From an optimization exercise on the open Yosys and OpenROAD flow, aimed at small area; shortcuts taken in it are not production practice.
Where RTL was checked, it was by simulation tests only, not by an equivalence proof against the original.
Power and IR drop assume default switching activity.

Setup of main:
==> flow/design.v <==
`default_nettype none
package isaPkg;
    typedef enum logic [5:0] {
        opRtype = 6'b000000,
        opJal   = 6'b000011,
        opBeq   = 6'b000100,
        opOri   = 6'b001101,
        opLui   = 6'b001111,
        opLw    = 6'b100011,
        opSw    = 6'b101011
    } opcodeE;
    typedef enum logic [5:0] {
        functJr  = 6'b001000,
        functAdd = 6'b100000,
        functSub = 6'b100010
    } functE;
    localparam logic [4:0] regRa = 5'd31;  
    typedef struct packed {
        opcodeE     opcode;
        logic [4:0] rs;
        logic [4:0] rt;
        logic [4:0] rd;
        logic [4:0] shamt;
        functE      funct;
    } rTypeT;
    typedef struct packed {
        opcodeE      opcode;
        logic [4:0]  rs;
        logic [4:0]  rt;
        logic [15:0] imm16;
    } iTypeT;
    typedef struct packed {
        opcodeE      opcode;
        logic [25:0] index26;
    } jTypeT;
    typedef union packed {
        rTypeT rType;
        iTypeT iType;
        jTypeT jType;
    } instrU;
endpackage
`default_nettype wire
`default_nettype none
package ctrlPkg;
    localparam int wbSum  = 0;
    localparam int wbOr   = 1;
    localparam int wbMem  = 2;
    localparam int wbLink = 3;
endpackage
`default_nettype wire
`timescale 1ns/1ps
`default_nettype none
module instrDecoder (
    input  logic [31:0] instr,
    output logic        isR,
    output logic        isJr,
    output logic        isBeq,
    output logic        isSw,
    output logic        isJal,
    output logic        regWrite,
    output logic        useImm,    
    output logic        invB,      
    output logic        cin,       
    output logic        isLui,     
    output logic [3:0]  wbSel      
);
    logic [5:0] op;
    logic [5:0] funct;
    logic       isAdd, isSub, isOri, isLw;
    assign op    = instr[31:26];
    assign funct = instr[5:0];
    assign isR   = (op == 6'b000000);
    assign isAdd = isR && (funct == 6'b100000);
    assign isSub = isR && (funct == 6'b100010);
    assign isJr  = isR && (funct == 6'b001000);
    assign isOri = (op == 6'b001101);
    assign isLw  = (op == 6'b100011);
    assign isSw  = (op == 6'b101011);
    assign isBeq = (op == 6'b000100);
    assign isJal = (op == 6'b000011);
    assign regWrite = isAdd || isSub || isOri || isLui || isLw || isJal;
    assign isLui  = (op == 6'b001111);
    assign useImm = op[5];
    assign invB   = op[2] || funct[1];
    assign cin    = invB && !useImm;
    assign wbSel[ctrlPkg::wbSum]  = !op[5] && !op[3] && !op[0];
    assign wbSel[ctrlPkg::wbOr]   = !op[5] && op[3];
    assign wbSel[ctrlPkg::wbMem]  = op[5];
    assign wbSel[ctrlPkg::wbLink] = !op[5] && !op[3] && op[0];
endmodule
`default_nettype wire
`timescale 1ns/1ps
`default_nettype none
module aluUnit (
    input  logic [31:0] rsData,
    input  logic [31:0] rtData,
    input  logic [15:0] imm,
    input  logic        useImm,
    input  logic        invB,
    input  logic        cin,
    output logic [31:0] sum,
    output logic        zero
);
    logic [31:0] opB;
    assign opB  = useImm ? {{16{imm[15]}}, imm} : (rtData ^ {32{invB}});
    assign sum  = rsData + opB + {31'd0, cin};
    assign zero = ~|sum;
endmodule
`default_nettype wire
`timescale 1ns/1ps
`default_nettype none
module rfBitMux (
    input  logic s,
    input  logic sN,
    input  logic w,
    input  logic q,
    output logic d
);
    assign d = (s & w) | (sN & q);
endmodule
module rfRow (
    input  logic        clk,
    input  logic        s,
    input  logic        sN,
    input  logic [31:0] w,
    output logic [31:0] q
);
    logic [31:0] d;
    for (genvar b = 0; b < 32; b++) begin : gBit
        rfBitMux uMux (.s(s), .sN(sN), .w(w[b]), .q(q[b]), .d(d[b]));
    end
    always_ff @(posedge clk) begin
        q <= d;
    end
endmodule
module rfSel3 (
    input  logic [2:0] s,
    input  logic [2:0] d,
    output logic       yN
);
    assign yN = ~|(s & d);
endmodule
module rfReadBit (
    input  logic [31:1] sel,
    input  logic [31:1] d,
    output logic        y
);
    logic [10:0] partN;
    for (genvar g = 0; g < 10; g++) begin : gSel
        rfSel3 uSel (.s(sel[3*g+3:3*g+1]), .d(d[3*g+3:3*g+1]), .yN(partN[g]));
    end
    assign partN[10] = ~(sel[31] & d[31]);
    assign y = ~&partN;
endmodule
module regFile (
    input  logic        clk,
    input  logic        arstN,
    input  logic [4:0]  rsAddr,
    input  logic [4:0]  rtAddr,
    output logic [31:0] rsData,
    output logic [31:0] rtData,
    input  logic        we,
    input  logic [4:0]  waddr,
    input  logic [31:0] wdata
);
    logic [31:1] valid;
    logic [31:1] wsel;
    logic [31:1] rsSel;
    logic [31:1] rtSel;
    logic [31:0] regs [1:31];
    for (genvar i = 1; i < 32; i++) begin : gRow
        assign wsel[i]  = we && (waddr == i);
        assign rsSel[i] = valid[i] && (rsAddr == i);
        assign rtSel[i] = valid[i] && (rtAddr == i);
        always_ff @(posedge clk or negedge arstN) begin
            if (!arstN)       valid[i] <= 1'b0;
            else if (wsel[i]) valid[i] <= 1'b1;
        end
        rfRow uRow (.clk(clk), .s(wsel[i]), .sN(~wsel[i]), .w(wdata), .q(regs[i]));
    end
    for (genvar b = 0; b < 32; b++) begin : gBit
        logic [31:1] col;
        for (genvar i = 1; i < 32; i++) begin : gCol
            assign col[i] = regs[i][b];
        end
        rfReadBit uRs (.sel(rsSel), .d(col), .y(rsData[b]));
        rfReadBit uRt (.sel(rtSel), .d(col), .y(rtData[b]));
    end
endmodule
`default_nettype wire
`timescale 1ns/1ps
`default_nettype none
module pcUnit #(
    parameter logic [31:0] RESET_PC = 32'h0000_3000
) (
    input  logic        clk,
    input  logic        arstN,
    input  logic [31:0] instr,
    input  logic        isJr,
    input  logic        isJal,
    input  logic        takeBr,
    input  logic [31:0] rsData,
    output logic [31:0] pc,
    output logic [31:0] linkAddr
);
    logic [31:0] pcPlus4;
    logic [31:0] branchTarget;
    logic [31:0] jumpTarget;
    logic [31:0] nextPc;
    logic        selSeq;
    assign pcPlus4      = {pc[31:2] + 30'd1, pc[1:0]};
    assign branchTarget = {pc[31:2] + {{14{instr[15]}}, instr[15:0]} + 30'd1, pc[1:0]};
    assign jumpTarget   = {pcPlus4[31:28], instr[25:0], 2'b00};
    assign linkAddr     = pcPlus4;
    assign selSeq = !(isJr || isJal || takeBr);
    assign nextPc = ({32{isJr}}   & rsData)
                  | ({32{isJal}}  & jumpTarget)
                  | ({32{takeBr}} & branchTarget)
                  | ({32{selSeq}} & pcPlus4);
    always_ff @(posedge clk or negedge arstN) begin
        if (!arstN) pc <= RESET_PC;
        else        pc <= nextPc;
    end
endmodule
`default_nettype wire
`timescale 1ns/1ps
`default_nettype none
module resultSelect (
    input  logic [3:0]  wbSel,
    input  logic        isLui,
    input  logic [15:0] imm,
    input  logic [31:0] sum,
    input  logic [31:0] rsData,
    input  logic [31:0] memRdata,
    input  logic [31:0] linkAddr,
    output logic [31:0] wdata
);
    logic [31:0] orRes;
    assign orRes = rsData | (isLui ? {imm, 16'h0000} : {16'h0000, imm});
    assign wdata = ({32{wbSel[ctrlPkg::wbSum]}}  & sum)
                 | ({32{wbSel[ctrlPkg::wbOr]}}   & orRes)
                 | ({32{wbSel[ctrlPkg::wbMem]}}  & memRdata)
                 | ({32{wbSel[ctrlPkg::wbLink]}} & linkAddr);  
endmodule
`default_nettype wire
`timescale 1ns/1ps
`default_nettype none
module mipsCore #(
    parameter logic [31:0] RESET_PC = 32'h0000_3000
) (
    input  logic          clk,
    input  logic          arstN,
    output logic [31:0]   pc,
    input  logic [31:0]   instr,
    output logic [31:0]   memAddr,
    output logic [31:0]   memWdata,
    output logic          memWe,
    input  logic [31:0]   memRdata,
    output logic          regWe,
    output logic [4:0]    regWaddr,
    output logic [31:0]   regWdata
);
    logic [31:0] rsData;
    logic [31:0] rtData;
    logic [31:0] sum;
    logic        zero;
    logic        isR, isJr, isBeq, isSw, isJal, isLui;
    logic        regWrite;
    logic        useImm, invB, cin;
    logic [3:0]  wbSel;
    logic [31:0] linkAddr;
    instrDecoder uDecoder (
        .instr    (instr),
        .isR      (isR),
        .isJr     (isJr),
        .isBeq    (isBeq),
        .isSw     (isSw),
        .isJal    (isJal),
        .regWrite (regWrite),
        .useImm   (useImm),
        .invB     (invB),
        .cin      (cin),
        .isLui    (isLui),
        .wbSel    (wbSel)
    );
    assign regWaddr = isJal ? 5'd31 : (isR ? instr[15:11] : instr[20:16]);
    assign regWe    = regWrite && (regWaddr != 5'd0) && arstN;
    assign memWe    = isSw && arstN;
    assign memAddr  = sum;
    assign memWdata = rtData;
    regFile uRegFile (
        .clk    (clk),
        .arstN  (arstN),
        .rsAddr (instr[25:21]),
        .rtAddr (instr[20:16]),
        .rsData (rsData),
        .rtData (rtData),
        .we     (regWe),
        .waddr  (regWaddr),
        .wdata  (regWdata)
    );
    aluUnit uAlu (
        .rsData (rsData),
        .rtData (rtData),
        .imm    (instr[15:0]),
        .useImm (useImm),
        .invB   (invB),
        .cin    (cin),
        .sum    (sum),
        .zero   (zero)
    );
    resultSelect uResult (
        .wbSel    (wbSel),
        .isLui    (isLui),
        .imm      (instr[15:0]),
        .sum      (sum),
        .rsData   (rsData),
        .memRdata (memRdata),
        .linkAddr (linkAddr),
        .wdata    (regWdata)
    );
    pcUnit #(
        .RESET_PC (RESET_PC)
    ) uPc (
        .clk      (clk),
        .arstN    (arstN),
        .instr    (instr),
        .isJr     (isJr),
        .isJal    (isJal),
        .takeBr   (isBeq && zero),
        .rsData   (rsData),
        .pc       (pc),
        .linkAddr (linkAddr)
    );
endmodule
`default_nettype wire
export LEC_CHECK = 0
export CAP_MARGIN = 10
export CORE_MARGIN = 2
export CORE_UTILIZATION = 55
export CTS_BUF_LIST = sky130_fd_sc_hd__clkbuf_4 sky130_fd_sc_hd__clkbuf_8
export CTS_CLUSTER_DIAMETER = 50
export CTS_CLUSTER_SIZE = 14
export PLACE_DENSITY_LB_ADDON = 0.1
export SETUP_SLACK_MARGIN = 0.1
export SLEW_MARGIN = 10
export SYNTH_HIERARCHICAL = 1
export BUFFER_PORTS_ARGS = -buffer_cell sky130_fd_sc_hd__buf_1
export CTS_ARGS = -sink_clustering_enable -repair_clock_nets -dont_use_dummy_load -buf_list {sky130_fd_sc_hd__clkbuf_4 sky130_fd_sc_hd__clkbuf_8} -sink_clustering_size 14 -sink_clustering_max_diameter 50
create_clock -name core_clock -period 14.0 [get_ports {clk}]
standard.sh (not shown) runs the stock make flow with config.mk's settings and CLKGATE_MAP_FILE= SYNTH_SCRIPT=/design/flow/synth_recipe.tcl, a recipe that flattens the netlist after the stock synthesis.
==> flow/flow/run.sh <==
#!/bin/bash
# The standard layout (standard.sh, standard synthesis unchanged) with two
# ORFS settings added to its config.mk:
#  - every port still gets its own buffer, but the smallest one (buf_1)
#  - clock tree synthesis inserts no dummy loads
# All tool output goes to standard_run.log (ORFS's per-step logs stay under orfs/logs).
set -u
cat >> "$FLOW_CONFIG" <<EOC
export BUFFER_PORTS_ARGS = -buffer_cell sky130_fd_sc_hd__buf_1
export CTS_ARGS = -sink_clustering_enable -repair_clock_nets -dont_use_dummy_load -buf_list {sky130_fd_sc_hd__clkbuf_4 sky130_fd_sc_hd__clkbuf_8} -sink_clustering_size 14 -sink_clustering_max_diameter 50
EOC
bash standard.sh > standard_run.log 2>&1
No stage failed in main, and the final checks on the layout all came back clean.
What the feature branch does differently from main at the input level:
diff --git a/flow/design.v b/flow/design.v
--- a/flow/design.v
+++ b/flow/design.v
@@ -88,25 +88,66 @@
     assign wbSel[ctrlPkg::wbMem]  = op[5];
     assign wbSel[ctrlPkg::wbLink] = !op[5] && !op[3] && op[0];
 endmodule
 `default_nettype wire
 `timescale 1ns/1ps
 `default_nettype none
+module addBK #(
+    parameter int W = 32,
+    parameter int L = 5     
+) (
+    input  logic [W-1:0] a,
+    input  logic [W-1:0] b,
+    input  logic         cin,
+    output logic [W-1:0] s
+);
+    logic [W-1:0] g, p;
+    logic [W-1:0] gl [0:2*L-1];
+    logic [W-1:0] pl [0:2*L-1];
+    assign g = a & b;
+    assign p = a ^ b;
+    always_comb begin
+        gl[0] = g;
+        gl[0][0] = g[0] | (p[0] & cin);
+        pl[0] = p;
+        for (int l = 1; l <= L; l++) begin
+            gl[l] = gl[l-1];
+            pl[l] = pl[l-1];
+            for (int i = 0; i < W; i++) begin
+                if (((i + 1) % (1 << l)) == 0) begin
+                    gl[l][i] = gl[l-1][i] | (pl[l-1][i] & gl[l-1][i - (1 << (l-1))]);
+                    pl[l][i] = pl[l-1][i] & pl[l-1][i - (1 << (l-1))];
+                end
+            end
+        end
+        for (int l = L - 1; l >= 1; l--) begin
+            gl[2*L-l] = gl[2*L-l-1];
+            pl[2*L-l] = pl[2*L-l-1];
+            for (int i = 0; i < W; i++) begin
+                if (((i + 1) % (1 << l)) == (1 << (l-1)) && i >= (1 << l)) begin
+                    gl[2*L-l][i] = gl[2*L-l-1][i] | (pl[2*L-l-1][i] & gl[2*L-l-1][i - (1 << (l-1))]);
+                    pl[2*L-l][i] = pl[2*L-l-1][i] & pl[2*L-l-1][i - (1 << (l-1))];
+                end
+            end
+        end
+    end
+    assign s = p ^ {gl[2*L-1][W-2:0], cin};
+endmodule
 module aluUnit (
     input  logic [31:0] rsData,
     input  logic [31:0] rtData,
     input  logic [15:0] imm,
     input  logic        useImm,
     input  logic        invB,
     input  logic        cin,
     output logic [31:0] sum,
     output logic        zero
 );
     logic [31:0] opB;
     assign opB  = useImm ? {{16{imm[15]}}, imm} : (rtData ^ {32{invB}});
-    assign sum  = rsData + opB + {31'd0, cin};
+    addBK #(.W(32)) uAdd (.a(rsData), .b(opB), .cin(cin), .s(sum));
     assign zero = ~|sum;
 endmodule
 `default_nettype wire
 `timescale 1ns/1ps
 `default_nettype none
 module rfBitMux (
@@ -206,13 +247,19 @@
     logic [31:0] pcPlus4;
     logic [31:0] branchTarget;
     logic [31:0] jumpTarget;
     logic [31:0] nextPc;
     logic        selSeq;
     assign pcPlus4      = {pc[31:2] + 30'd1, pc[1:0]};
-    assign branchTarget = {pc[31:2] + {{14{instr[15]}}, instr[15:0]} + 30'd1, pc[1:0]};
+    addBK #(.W(30)) uBrAdd (
+        .a   (pc[31:2]),
+        .b   ({{14{instr[15]}}, instr[15:0]}),
+        .cin (1'b1),
+        .s   (branchTarget[31:2])
+    );
+    assign branchTarget[1:0] = pc[1:0];
     assign jumpTarget   = {pcPlus4[31:28], instr[25:0], 2'b00};
     assign linkAddr     = pcPlus4;
     assign selSeq = !(isJr || isJal || takeBr);
     assign nextPc = ({32{isJr}}   & rsData)
                   | ({32{isJal}}  & jumpTarget)
                   | ({32{takeBr}} & branchTarget)
### Flow results
Total power of the final layout: the feature branch < main
main has a higher synthesized area than the feature branch.
Compared with main, the feature branch shows area used by multi-input combinational logic that has gone down by a few percent.
In the feature branch, the die width came out about 0.8% below the value in main.
In the feature branch, the die outline height came out 0.78% below the value in main.
Per the comparison of the feature branch with main, global-route wire length before repair went down, portion of the layout cell area used by clock cells has remained practically unchanged, worst setup slack now sits higher.
No functional check of the RTL was part of main.

what the ideal ports hide:
No port has a modelled driver above. Below, the same layouts with a new extraction and two added sets of constraints.
Step 1: set_driving_cell puts a clkbuf_16 on clk and a buf_2 on each other input, an assumption about the parent block.
Step 2 adds t to the input delays and takes it off the output delays; t is the mean of the earliest and latest rising clock arrival at the registers after step 1. Input paths then give back, and output paths get back, about the clock's delay inside the block.
Three values: no drivers, after step 1, after step 2; two values: the first two.
run | t (ns) | slack for setup (ns) | hold WS [ns] | latest minus earliest clock arrival (ns) | worst data-port slew with drivers (ns)
main | 0.820 | 1.220 / 1.194 / 1.194 | 0.468 / 0.468 / 0.468 | 0.147 / 0.148 | 0.07
the feature branch | 0.829 | 1.416 / 1.353 / 1.353 | 0.471 / 0.471 / 0.471 | 0.126 / 0.127 | 0.07
After both steps every run listed still meets setup and hold. For the feature branch, which loses most, drivers alone change the setup slack by -0.063 ns; drivers and shift together by -0.063 ns.
